This is an optimization exercise on Yosys and OpenROAD, whose aim is small area, a short achievable clock period and few clock cycles, not a production implementation.
RTL that was checked went through simulation tests only; none was proved equivalent to the original.

==> build 22 <==
// hdc_encoder_top
module hdc_encoder_top (
  input  logic      clk_i,
  input  logic      rst_i,
  input  logic      csr_we_i,
  input  logic      csr_re_i,
  input  hdc_pkg::csr_addr_t csr_addr_i,
  input  hdc_pkg::csr_data_t csr_wdata_i,
  output hdc_pkg::csr_data_t csr_rdata_o,
  output logic      csr_rvalid_o,
  output hdc_pkg::hv_t       qhv_o,
  output logic      qhv_valid_o
);
clock: 5.0 ns
lec_check: 0
abc_area: 1
cap_margin: 20
core_margin: 2
core_utilization: 40
setup_slack_margin: 1.9
slew_margin: 20
run.sh (not shown) runs the stock make flow with config.mk's settings and CLKGATE_MAP_FILE= SYNTH_SCRIPT=/design/flow/synth_recipe.tcl, a recipe that flattens the netlist after the stock synthesis.
==> build 94: changes against build 22 <==
--- a/flow/design.v
+++ b/flow/design.v
@@ -28,58 +28,82 @@
   input  logic      clk_i,
   input  logic      rst_i,
   input  logic      csr_we_i,
   input  logic      csr_re_i,
   input  hdc_pkg::csr_addr_t csr_addr_i,
   input  hdc_pkg::csr_data_t csr_wdata_i,
   input  logic      busy_i,
   input  logic      done_i,
+  input  logic      hold_i,          
   input  hdc_pkg::hv_t       result_i,
   output hdc_pkg::csr_data_t csr_rdata_o,
   output logic      csr_rvalid_o,
   output logic      start_o,         
   output logic      n_zero_o,        
-  output hdc_pkg::count_t    num_items_o,
-  output hdc_pkg::im_addr_t  base_a_o,
-  output hdc_pkg::im_addr_t  dist_o
+  output hdc_pkg::count_t    num_items_o,   
+  output hdc_pkg::im_addr_t  base_a_o,      
+  output hdc_pkg::im_addr_t  dist_o         
 );
-  hdc_pkg::im_addr_t  base_b_q;
+  hdc_pkg::count_t    num_items_q, num_items_d;
+  hdc_pkg::im_addr_t  base_a_q, base_a_d;
+  hdc_pkg::im_addr_t  base_b_q, base_b_d;
+  hdc_pkg::im_addr_t  dist_q, dist_d;
   hdc_pkg::im_addr_t  wdata_a;
   hdc_pkg::csr_data_t rdata_d;
   assign wdata_a  = csr_wdata_i[hdc_pkg::IM_ADDR_W-1:0];
   assign start_o  = csr_we_i && (csr_addr_i == hdc_pkg::REG_CTRL) &&
                     csr_wdata_i[hdc_pkg::CTRL_START_BIT];
-  assign n_zero_o = (num_items_o == '0);
-  always_ff @(posedge clk_i) begin
-    if (rst_i) begin
-      num_items_o <= '0;
-      base_a_o    <= '0;
-      base_b_q    <= '0;
-      dist_o      <= '0;
-    end else if (csr_we_i) begin
+  assign n_zero_o = (num_items_q == '0);
+  always_comb begin
+    num_items_d = num_items_q;
+    base_a_d    = base_a_q;
+    base_b_d    = base_b_q;
+    dist_d      = dist_q;
+    if (csr_we_i) begin
       case (csr_addr_i)
-        hdc_pkg::REG_NUM_ITEMS: num_items_o <= csr_wdata_i[hdc_pkg::COUNT_W-1:0];
+        hdc_pkg::REG_NUM_ITEMS: num_items_d = csr_wdata_i[hdc_pkg::COUNT_W-1:0];
         hdc_pkg::REG_BASE_A: begin
-          base_a_o <= wdata_a;
-          dist_o   <= base_b_q - wdata_a;
+          base_a_d = wdata_a;
+          dist_d   = base_b_q - wdata_a;
         end
         hdc_pkg::REG_BASE_B: begin
-          base_b_q <= wdata_a;
-          dist_o   <= wdata_a - base_a_o;
+          base_b_d = wdata_a;
+          dist_d   = wdata_a - base_a_q;
         end
         default: ;
       endcase
     end
   end
+  always_ff @(posedge clk_i) begin
+    if (rst_i) begin
+      num_items_q <= '0;
+      base_a_q    <= '0;
+      base_b_q    <= '0;
+      dist_q      <= '0;
+      num_items_o <= '0;
+      base_a_o    <= '0;
+      dist_o      <= '0;
+    end else begin
+      num_items_q <= num_items_d;
+      base_a_q    <= base_a_d;
+      base_b_q    <= base_b_d;
+      dist_q      <= dist_d;
+      if (!hold_i) begin
+        num_items_o <= num_items_d;
+        base_a_o    <= base_a_d;
+        dist_o      <= dist_d;
+      end
+    end
+  end
   always_comb begin
     rdata_d = '0;
     case (csr_addr_i)
-      hdc_pkg::REG_NUM_ITEMS: rdata_d = hdc_pkg::csr_data_t'(num_items_o);
-      hdc_pkg::REG_BASE_A:    rdata_d = hdc_pkg::csr_data_t'(base_a_o);
+      hdc_pkg::REG_NUM_ITEMS: rdata_d = hdc_pkg::csr_data_t'(num_items_q);
+      hdc_pkg::REG_BASE_A:    rdata_d = hdc_pkg::csr_data_t'(base_a_q);
       hdc_pkg::REG_BASE_B:    rdata_d = hdc_pkg::csr_data_t'(base_b_q);
       hdc_pkg::REG_STATUS: begin
         rdata_d[hdc_pkg::STATUS_BUSY_BIT] = busy_i;
         rdata_d[hdc_pkg::STATUS_DONE_BIT] = done_i;
       end
       hdc_pkg::REG_RESULT:    rdata_d = result_i;
       default: ;
     endcase
@@ -131,156 +155,183 @@
     end
     assign y_o[l*D +: D] = col ^ r8;
   end
 endmodule
 `default_nettype wire
 `default_nettype none
 module im_shared_mem (
   input  logic     clk_i,
+  input  logic     rst_i,
   input  logic     csr_we_i,
   input  hdc_pkg::csr_addr_t csr_addr_i,
   input  hdc_pkg::csr_data_t csr_wdata_i,
+  output logic     wr_pend_o,
   output logic [hdc_pkg::IM_DEPTH*hdc_pkg::HV_DIM-1:0] mem_o
 );
   logic win_we;
+  logic [hdc_pkg::IM_DEPTH-1:0] wr_word_q;    
+  hdc_pkg::hv_t      wr_data_q;
   assign win_we = csr_we_i &&
                   (csr_addr_i[hdc_pkg::CSR_ADDR_W-1:hdc_pkg::IM_ADDR_W] ==
                    hdc_pkg::IM_WIN_BASE[hdc_pkg::CSR_ADDR_W-1:hdc_pkg::IM_ADDR_W]);
+  always_ff @(posedge clk_i) begin
+    if (rst_i) begin
+      wr_pend_o <= 1'b0;
+    end else begin
+      wr_pend_o <= win_we;
+    end
+  end
+  always_ff @(posedge clk_i) begin
+    for (int k = 0; k < hdc_pkg::IM_DEPTH; k++) begin
+      wr_word_q[k] <= win_we && (csr_addr_i[hdc_pkg::IM_ADDR_W-1:0] == k);
+    end
+    wr_data_q <= csr_wdata_i;
+  end
   for (genvar k = 0; k < hdc_pkg::IM_DEPTH; k++) begin : g_word
     always_ff @(posedge clk_i) begin
-      if (win_we && (csr_addr_i[hdc_pkg::IM_ADDR_W-1:0] == k)) begin
-        mem_o[k*hdc_pkg::HV_DIM +: hdc_pkg::HV_DIM] <= csr_wdata_i;
+      if (wr_word_q[k]) begin
+        mem_o[k*hdc_pkg::HV_DIM +: hdc_pkg::HV_DIM] <= wr_data_q;
       end
     end
   end
 endmodule
 `default_nettype wire
 `default_nettype none
 module hv_bundler #(
   parameter int unsigned LANES = 16
 ) (
   input  logic   clk_i,
   input  logic   rst_i,
   input  logic   start_i,
   input  logic   n_zero_i,
+  input  logic   wr_pend_i,
   input  hdc_pkg::count_t num_items_i,
   input  logic [LANES*hdc_pkg::IM_DEPTH-1:0] y_i,
   input  logic [hdc_pkg::IM_DEPTH-1:0]       mask_i,
   output logic [LANES-1:0] grp_o,
+  output logic   hold_o,
   output logic   busy_o,
   output logic   done_o,
   output hdc_pkg::hv_t    qhv_o,
   output logic   qhv_valid_o
 );
   localparam int unsigned D = hdc_pkg::IM_DEPTH;
-  logic       ph1_q, ph2_q, ph3_q;
+  logic       phl_q, ph1_q, ph2_q, ph3_q;
   logic       accept;
+  logic [2:0]         qcap_q;    
+  logic [2:0]         rhalf_q;   
   logic [4:0]         thr_q [9];   
   logic [LANES-1:0]   maj;
   logic [LANES-1:0]   part_q;
-  assign accept = start_i && !n_zero_i && !ph1_q && !ph2_q;
-  assign busy_o = ph1_q || ph2_q || ph3_q;
+  assign accept = start_i && !n_zero_i && !phl_q && !ph1_q && !ph2_q;
+  assign busy_o = phl_q || ph1_q || ph2_q || ph3_q;
+  assign hold_o = phl_q;
   logic [LANES-1:0] par_q;
   logic             par_dec_q;
   always_ff @(posedge clk_i) begin
     if (rst_i) begin
       par_q     <= '0;
       par_dec_q <= 1'b0;
     end else begin
       par_q     <= ~par_q;
       par_dec_q <= ~par_dec_q;
     end
   end
   assign grp_o = par_q;
   always_ff @(posedge clk_i) begin
     if (rst_i) begin
+      phl_q       <= 1'b0;
       ph1_q       <= 1'b0;
       ph2_q       <= 1'b0;
       ph3_q       <= 1'b0;
       done_o      <= 1'b0;
       qhv_valid_o <= 1'b0;
     end else begin
-      ph1_q       <= accept;
+      phl_q       <= accept && wr_pend_i;
+      ph1_q       <= (accept && !wr_pend_i) || phl_q;
       ph2_q       <= ph1_q;
       ph3_q       <= ph2_q;
       qhv_valid_o <= ph3_q;
       if (accept) begin
         done_o <= 1'b0;
       end else if (ph3_q) begin
         done_o <= 1'b1;
       end
     end
   end
-  logic [2:0] qcap, rhalf;
-  assign qcap  = (num_items_i[7:6] != 2'd0) ? 3'd4 : {1'b0, num_items_i[5:4]};
-  assign rhalf = num_items_i[3:1];
+  always_ff @(posedge clk_i) begin
+    qcap_q  <= (num_items_i[7:6] != 2'd0) ? 3'd4 : {1'b0, num_items_i[5:4]};
+    rhalf_q <= num_items_i[3:1];
+  end
   for (genvar h = 0; h < 9; h++) begin : g_thr
     logic [5:0] base, step, t;
-    assign base = {3'b0, rhalf} + 6'd1;
+    assign base = {3'b0, rhalf_q} + 6'd1;
     if (h <= 4) begin : g_up
-      assign step = 6'(qcap * (8 - 2 * h));
+      assign step = 6'(qcap_q * (8 - 2 * h));
       assign t    = base + step;
       always_ff @(posedge clk_i) begin
         thr_q[h] <= (t > 6'd16) ? 5'd16 : t[4:0];
       end
     end else begin : g_down
-      assign step = 6'(qcap * (2 * h - 8));
+      assign step = 6'(qcap_q * (2 * h - 8));
       assign t    = base - step;
       always_ff @(posedge clk_i) begin
         thr_q[h] <= (base > step) ? t[4:0] : 5'd0;
       end
     end
   end
   function automatic logic [1:0] fadd(input logic a, input logic b, input logic c);
     fadd = {(a & b) | (a & c) | (b & c), a ^ b ^ c};
   endfunction
-  function automatic logic [7:0] csa16(input logic [15:0] v);
-    logic [1:0] f0, f1, f2, f3, f4, g0, g1, g2;
+  function automatic logic [10:0] csa16(input logic [15:0] v);
+    logic [1:0] f0, f1, f2, f3, f4;
     f0 = fadd(v[0],  v[1],  v[2]);
     f1 = fadd(v[3],  v[4],  v[5]);
     f2 = fadd(v[6],  v[7],  v[8]);
     f3 = fadd(v[9],  v[10], v[11]);
     f4 = fadd(v[12], v[13], v[14]);
-    g0 = fadd(f0[0], f1[0], f2[0]);
-    g1 = fadd(f3[0], f4[0], v[15]);
-    g2 = fadd(f0[1], f1[1], f2[1]);
-    csa16 = {g2[1], f4[1], f3[1], g2[0], g1[1], g0[1], g1[0], g0[0]};
+    csa16 = {f4[1], f3[1], f2[1], f1[1], f0[1], v[15], f4[0], f3[0], f2[0], f1[0], f0[0]};
   endfunction
   function automatic logic [2:0] count6(input logic [5:0] v);
     logic [1:0] a, b;
     a = fadd(v[0], v[1], v[2]);
     b = fadd(v[3], v[4], v[5]);
     count6 = {1'b0, a} + {1'b0, b};
   endfunction
   for (genvar l = 0; l < LANES; l++) begin : g_lane
     logic [D-1:0] y, ym;
-    logic [7:0]   all_q, ext_c_q;   
+    logic [10:0]  all_q, ext_c_q;   
+    logic [2:0]   ones_all, ones_ext, twos_all, twos_ext;
     logic [3:0]   half;             
     logic [3:0]   s_ext;
-    logic [4:0]   thr, thr_sel_q;   
+    logic [8:0]   half_q;           
     logic [3:0]   ext_q;            
+    logic [4:0]   thr;
     assign y  = y_i[l*D +: D];
     assign ym = y & mask_i;
     always_ff @(posedge clk_i) begin
       all_q   <= csa16(y);
       ext_c_q <= csa16(ym);
     end
-    assign half  = 4'(count6({all_q[6:2], all_q[0]})) + {2'b0, all_q[7], 1'b0};
-    assign s_ext = 4'(ext_c_q[0]) + 4'(ext_c_q[1]) +
-                   {2'b0, count6({1'b0, ext_c_q[6:2]}), 1'b0} + {1'b0, ext_c_q[7], 2'b0};
+    assign ones_all = count6(all_q[5:0]);
+    assign twos_all = count6({1'b0, all_q[10:6]});
+    assign ones_ext = count6(ext_c_q[5:0]);
+    assign twos_ext = count6({1'b0, ext_c_q[10:6]});
+    assign half  = {2'b0, ones_all[2:1]} + {1'b0, twos_all};
+    assign s_ext = {1'b0, ones_ext} + {twos_ext, 1'b0};
+    always_ff @(posedge clk_i) begin
+      for (int h = 0; h < 9; h++) half_q[h] <= (half == 4'(h));
+      ext_q <= s_ext;
+    end
     always_comb begin
       thr = '0;
-      for (int h = 0; h < 9; h++) thr = thr | ((half == 4'(h)) ? thr_q[h] : 5'd0);
-    end
-    always_ff @(posedge clk_i) begin
-      thr_sel_q <= thr;
-      ext_q     <= s_ext;
+      for (int h = 0; h < 9; h++) thr = thr | (half_q[h] ? thr_q[h] : 5'd0);
     end
-    assign maj[l] = ({1'b0, ext_q} >= thr_sel_q);
+    assign maj[l] = ({1'b0, ext_q} >= thr);
   end
   always_ff @(posedge clk_i) begin
     part_q <= maj;
   end
   always_ff @(posedge clk_i) begin
     if (ph3_q) qhv_o <= par_dec_q ? {maj, part_q} : {part_q, maj};
   end
 endmodule
@@ -294,41 +345,43 @@
   input  hdc_pkg::csr_addr_t csr_addr_i,
   input  hdc_pkg::csr_data_t csr_wdata_i,
   output hdc_pkg::csr_data_t csr_rdata_o,
   output logic      csr_rvalid_o,
   output hdc_pkg::hv_t       qhv_o,
   output logic      qhv_valid_o
 );
   localparam int unsigned LANES = hdc_pkg::HV_DIM / 2;
-  logic     start, n_zero, busy, done;
+  logic     start, n_zero, busy, done, hold, wr_pend;
   logic [hdc_pkg::HV_DIM/2-1:0] grp;
   hdc_pkg::count_t   num_items;
   hdc_pkg::im_addr_t base_a, ab_dist;
   logic [hdc_pkg::IM_DEPTH*hdc_pkg::HV_DIM-1:0] mem;
   logic [LANES*hdc_pkg::IM_DEPTH-1:0] y;
   logic [hdc_pkg::IM_DEPTH-1:0] mask;
   hdc_csr u_csr (
     .clk_i        ( clk_i        ), .rst_i        ( rst_i        ),
     .csr_we_i     ( csr_we_i     ), .csr_re_i     ( csr_re_i     ),
     .csr_addr_i   ( csr_addr_i   ), .csr_wdata_i  ( csr_wdata_i  ),
     .busy_i       ( busy         ), .done_i       ( done         ),
+    .hold_i       ( hold         ),
     .result_i     ( qhv_o        ), .csr_rdata_o  ( csr_rdata_o  ),
     .csr_rvalid_o ( csr_rvalid_o ), .start_o      ( start        ),
     .n_zero_o     ( n_zero       ), .num_items_o  ( num_items    ),
     .base_a_o     ( base_a       ), .dist_o       ( ab_dist         )
   );
   im_shared_mem u_mem (
-    .clk_i ( clk_i ), .csr_we_i ( csr_we_i ), .csr_addr_i ( csr_addr_i ),
-    .csr_wdata_i ( csr_wdata_i ), .mem_o ( mem )
+    .clk_i ( clk_i ), .rst_i ( rst_i ), .csr_we_i ( csr_we_i ),
+    .csr_addr_i ( csr_addr_i ), .csr_wdata_i ( csr_wdata_i ),
+    .wr_pend_o ( wr_pend ), .mem_o ( mem )
   );
   im_fetcher #(.LANES(LANES)) u_fetch (
     .mem_i ( mem ), .grp_i ( grp ), .num_items_i ( num_items ),
     .base_a_i ( base_a ), .dist_i ( ab_dist ), .y_o ( y ), .mask_o ( mask )
   );
   hv_bundler #(.LANES(LANES)) u_bundler (
     .clk_i ( clk_i ), .rst_i ( rst_i ), .start_i ( start ),
-    .n_zero_i ( n_zero ), .num_items_i ( num_items ), .y_i ( y ),
+    .n_zero_i ( n_zero ), .wr_pend_i ( wr_pend ), .hold_o ( hold ), .num_items_i ( num_items ), .y_i ( y ),
     .mask_i ( mask ), .grp_o ( grp ), .busy_o ( busy ), .done_o ( done ),
     .qhv_o ( qhv_o ), .qhv_valid_o ( qhv_valid_o )
   );
 endmodule
 `default_nettype wire
- CORE_UTILIZATION: 40 -> 55
- SETUP_SLACK_MARGIN: 1.9 -> 2.3
==> summary of the runs <==
In build 94 the synthesized cell count is larger than in build 22, by 13%. Build 94 finished with timing, DRC and antenna clean. Build 22 completed with no timing, DRC or antenna violations. Wire length: build 22 is larger than build 94 (4.9%). Critical path depth: build 22 is higher than build 94 (6). Against build 94, the non-clock buffer count of build 22 is higher by 95. Between build 94 and build 22, the lower first-iteration DRC count is in build 22 (gap 8.2%, measured against build 22). In build 94 the setup slack is better than in build 22, by 0.54 ns. Via count: build 22 is lower than build 94 (4.5%). Of build 22 and build 94, build 94 has the higher register-to-register slack (gap 0.54 ns).
Testbench counts of build 94, summed over its fixed seeds: cycles 2,576.
No functional check of the RTL was part of build 22.

[what the ideal ports hide]
In the flow no input, the clock included, has a driving cell. The finished layouts below were timed again as built, in two steps.
Step 1 assumes that a clkbuf_16 drives the clock port and a buf_2 every other input.
Step 2, shift: input delay + t, output delay - t, t = (earliest + latest rising clock arrival at the registers) / 2. This alone moves slack from input paths to output paths.
a / b / c = ideal / step 1 / step 2; a / b = the first two.
| run | shift t [ns] | setup WS [ns] | latest minus earliest clock arrival (ns) | worst slew at a driven data input, ns | pins driven straight from the clock port |
|---|---|---|---|---|---|
| build 22 | 0.857 | 1.750 / 1.750 / 1.089 | 0.048 / 0.047 | 0.13 | 1 |
| build 94 | 0.859 | 2.287 / 2.287 / 1.699 | 0.041 / 0.041 | 0.10 | 1 |
After both steps setup and hold are still met in every run listed. The setup slack of build 22, which loses most, moves by 0.000 ns with the drivers and by -0.661 ns with both steps.
